What follows belongs to an exercise in optimizing a design on an open flow for small area, a short achievable clock period and few clock cycles; a production flow would make more cautious choices.
Function was checked by simulation only, so behaviour that the tests miss may differ from the original.
No activity file was given, so power comes from the tool's default toggle rates.

fjord:
==> flow/design.v <==
package wr_gen_pkg;
  typedef logic [51:0] addr_t;
  typedef logic [31:0] pattern_t;
  typedef logic [8:0] count_t;
  typedef logic [37:0] incr_t;
  typedef logic [2:0] psize_t;
  typedef logic [511:0] line_t;
  typedef logic [63:0] mask_t;
  localparam int LINE_BYTES = 64;
  typedef enum logic [1:0] {
    SEQ_IDLE  = 2'd0,
    SEQ_RUN   = 2'd1,
    SEQ_DRAIN = 2'd2,
    SEQ_DONE  = 2'd3
  } seq_state_t;
endpackage
module wr_gen_top (
  input  logic                 clk,
  input  logic                 reset_n,
  input  logic                 i_start,
  input  wr_gen_pkg::count_t   i_nai,
  input  wr_gen_pkg::pattern_t i_base_p,
  input  wr_gen_pkg::addr_t    i_base_x,
  input  wr_gen_pkg::incr_t    i_rai,
  input  wr_gen_pkg::psize_t   i_pattern_size,
  input  wr_gen_pkg::mask_t    i_byte_mask,
  input  logic                 i_wr_ready,
  output logic                 o_busy,
  output logic                 o_wr_valid,
  output wr_gen_pkg::addr_t    o_wr_addr,
  output wr_gen_pkg::line_t    o_wr_data,
  output wr_gen_pkg::mask_t    o_wr_strb
);
  logic                 busy;
  logic                 valid;
  wr_gen_pkg::count_t   rem;       
  wr_gen_pkg::addr_t    addr;      
  wr_gen_pkg::incr_t    rai;       
  logic [31:0]          lanes_n;   
  wr_gen_pkg::mask_t    mask;      
  logic [31:0]          lanes;
  logic start_run;
  logic accept;
  logic size1, size2, size4;
  logic size1_q, size2_q, size4_q;   
  logic [31:0] base_lanes;
  logic [31:0] next_lanes;
  wr_gen_pkg::addr_t addr_next;
  wr_gen_pkg::count_t rem_next;
  assign start_run = i_start && !busy;
  assign accept    = valid && i_wr_ready;
  assign size1 = (i_pattern_size == 3'd1);
  assign size2 = (i_pattern_size == 3'd2);
  assign size4 = (i_pattern_size == 3'd4);
  always_comb
  begin
    base_lanes = '0;
    if (size1)
      base_lanes = {4{i_base_p[7:0]}};
    else if (size2)
      base_lanes = {2{i_base_p[15:0]}};
    else if (size4)
      base_lanes = i_base_p;
  end
  always_comb
  begin : step_lanes
    logic       step;
    logic [3:0] cin;      
    logic [7:0] ones;     
    step   = accept && (size1_q || size2_q || size4_q);
    cin[0] = 1'b1;
    cin[1] = size1_q || (&lanes[7:0]);
    cin[2] = !size4_q || (&lanes[15:0]);
    cin[3] = size1_q || (size2_q && (&lanes[7:0])) || (&lanes[23:0]);
    for (int b = 0; b < 4; b++)
    begin
      ones[0] = 1'b1;
      for (int i = 1; i < 8; i++)
        ones[i] = ones[i-1] && lanes[8*b+i-1];
      for (int i = 0; i < 8; i++)
        next_lanes[8*b+i] = lanes[8*b+i] ^ (step && cin[b] && ones[i]);
    end
  end
  localparam int RW = 38;   
  localparam int AW = 52;   
  localparam int LV = $clog2(RW);
  logic [RW-1:0] pg_g [LV+1];
  logic [RW-1:0] pg_p [LV+1];
  logic [RW-1:0] half_sum;
  logic [AW-RW-1:0] hi_all;    
  assign pg_g[0]  = addr[RW-1:0] & rai;
  assign pg_p[0]  = addr[RW-1:0] ^ rai;
  assign half_sum = pg_p[0];
  for (genvar l = 0; l < LV; l++)
  begin : g_level
    for (genvar i = 0; i < RW; i++)
    begin : g_bit
      if ((i >> l) % 2 == 1)
      begin : g_join
        localparam int J = ((i >> l) << l) - 1;
        assign pg_g[l+1][i] = pg_g[l][i] | (pg_p[l][i] & pg_g[l][J]);
        assign pg_p[l+1][i] = pg_p[l][i] & pg_p[l][J];
      end
      else
      begin : g_pass
        assign pg_g[l+1][i] = pg_g[l][i];
        assign pg_p[l+1][i] = pg_p[l][i];
      end
    end
  end
  always_comb
  begin
    hi_all[0] = 1'b1;
    for (int j = 1; j < AW - RW; j++)
      hi_all[j] = hi_all[j-1] & addr[RW+j-1];
  end
  assign addr_next[0] = half_sum[0];
  for (genvar i = 1; i < RW; i++)
  begin : g_sum
    assign addr_next[i] = half_sum[i] ^ pg_g[LV][i-1];
  end
  for (genvar j = 0; j < AW - RW; j++)
  begin : g_hi
    assign addr_next[RW+j] = addr[RW+j] ^ (pg_g[LV][RW-1] & hi_all[j]);
  end
  always_ff @(posedge clk)
  begin
    if (!reset_n)
    begin
      busy  <= 1'b0;
      valid <= 1'b0;
    end
    else if (start_run)
    begin
      busy  <= 1'b1;
      valid <= (i_nai != '0);
    end
    else if (!valid || (accept && (rem == 9'd1)))
    begin
      busy  <= 1'b0;
      valid <= 1'b0;
    end
  end
  always_ff @(posedge clk)
  begin
    if (!busy)
      addr  <= i_base_x;
    else if (accept)
      addr  <= addr_next;
  end
  always_comb
  begin : step_rem
    logic zeros;   
    zeros = 1'b1;
    for (int i = 0; i < 9; i++)   
    begin
      rem_next[i] = rem[i] ^ (accept && zeros);
      zeros = zeros && !rem[i];
    end
  end
  always_ff @(posedge clk)
  begin
    if (!busy)
      rem <= i_nai;
    else
      rem <= rem_next;
  end
  always_ff @(posedge clk)
  begin
    if (!busy)
      lanes_n <= ~base_lanes;
    else
      lanes_n <= ~next_lanes;
  end
  always_ff @(posedge clk)
  begin
    mask   <= i_byte_mask;
    rai    <= i_rai;
    size1_q <= size1;
    size2_q <= size2;
    size4_q <= size4;
  end
  assign o_busy     = busy;
  assign o_wr_valid = valid;
  assign o_wr_addr  = addr;
  assign o_wr_strb  = mask;
  assign lanes      = ~lanes_n;
  always_comb
  begin
    for (int i = 0; i < wr_gen_pkg::LINE_BYTES; i++)
      o_wr_data[i*8 +: 8] = ~({8{~mask[i]}} | lanes_n[8*(i%4) +: 8]);
  end
endmodule
clock: 6.0 ns
lec_check: 0
abc_area: 1
cap_margin: 20
core_area: 5 5 185 185
die_area: 0 0 190 190
setup_slack_margin: 3.55
slew_margin: 20
standard.sh (not shown) runs the stock make flow with config.mk's settings and CLKGATE_MAP_FILE= SYNTH_SCRIPT=/design/flow/synth_recipe.tcl, a recipe that flattens the netlist after the stock synthesis.
==> flow/flow/run.sh <==
#!/bin/bash
# The standard layout, with the port buffers made from buf_1 cells and the
# pins allowed one routing track apart, so that they fit on a smaller die.
export BUFFER_PORTS_ARGS="-buffer_cell sky130_fd_sc_hd__buf_1"
export PLACE_PINS_ARGS="-min_distance 1 -min_distance_in_tracks"
bash standard.sh > standard.log 2>&1
fjord closes out successfully: all stages finished, all timing, DRC and antenna checks passed.
Testbench counts of fjord, summed over its fixed seeds: cycles 134,802.
Inputs modified between fjord and lagoon:
-- flow/config.mk --
<<< fjord, line 12
export SETUP_SLACK_MARGIN = 3.55
>>> lagoon, line 12
export SETUP_SLACK_MARGIN = 3.5
- The run showing the smaller final critical delay including setup and external delays is fjord.
- lagoon vs fjord: final HPWL from detailed placement up
- Between fjord and lagoon, number of detailed-routing iterations run before antenna repair decreased.
- Of fjord and lagoon, the higher share of total power in the clock network belongs to fjord.
- Re share of cell area taken by flip-flops and latches: fjord and lagoon aren't equal, and the lower value belongs to fjord.
- The higher post-route cell area of fjord and lagoon is in fjord.
- lagoon ended up with a higher total routing resource utilization after global routing than fjord did.
- Delta (lagoon minus fjord): power density over cell area picked up an extra 2.2 nW/um^2, number of different library cells in the post-synthesis netlist neither gained nor lost much, final routed wire length divided by cell count picked up an extra 1.0 um.
Input-level comparison between zinc and lagoon:
-- flow/config.mk --
<<< lagoon, line 10
export CORE_AREA = 5 5 185 185
>>> zinc, line 10
export CORE_AREA = 2.5 2.5 187.5 187.5
<<< lagoon, line 12
export SETUP_SLACK_MARGIN = 3.5
>>> zinc, line 12
export SETUP_SLACK_MARGIN = 3.55
==> comparison <==
Between lagoon and zinc, the post-placement cell count figures differ only marginally. Changes observed in zinc relative to lagoon: routed wire length dropped 7200 um, clock network power share dropped 0.2 points. zinc: PASS, flow complete, no timing, DRC or antenna violations. lagoon → zinc: worst slack at placement -0.021 ns; final setup slack of the worst path higher.
Inputs modified between zinc and quartz:
-- flow/config.mk --
<<< zinc, line 10
export CORE_AREA = 2.5 2.5 187.5 187.5
>>> quartz, line 10
export CORE_AREA = 5 5 185 185
<<< zinc, line 12
export SETUP_SLACK_MARGIN = 3.55
>>> quartz, line 12
export SETUP_SLACK_MARGIN = 3.65
[summary]
The flow ended early for quartz: it failed with a tool error in global routing (5_1_grt).
zinc has a lower number of setup buffers added after CTS than quartz.
Any difference in number of placed instances with taps included between zinc and quartz is small enough to ignore.
Compared with zinc, in quartz parity-gate share of the synthesized area counting xor and xnor cells closely matched the old numbers, post-placement cell area closely matched the old numbers, worst setup slack before clock tree synthesis increased by 0.12 ns relative to the old numbers.

==> static timing again, ports no longer ideal <==
How much do the figures lean on ideal ports? The routed layouts below were timed once more, with nothing changed but the port constraints.
Step 1 sets driving cells, clkbuf_16 on the clock port and buf_2 on the other inputs (assumed; they add their load-dependent delay and slew).
Step 2, shift: input delay + t, output delay - t, t = (earliest + latest rising clock arrival at the registers) / 2. This alone moves slack from input paths to output paths.
Three values: ideal ports, drivers, drivers and shift; two values: the first two.
| run | t (ns) | slack for setup (ns) | hold WS [ns] |
|---|---|---|---|
| fjord | 0.491 | 3.542 / 3.490 / 3.200 | 0.473 / 0.473 / 0.473 |
| lagoon | 0.495 | 3.470 / 3.413 / 3.144 | 0.479 / 0.479 / 0.479 |
| zinc | 0.495 | 3.562 / 3.510 / 3.197 | 0.480 / 0.480 / 0.480 |
After both steps setup and hold are still met in every run listed. For zinc, which loses most, drivers alone change the setup slack by -0.052 ns; drivers and shift together by -0.365 ns.
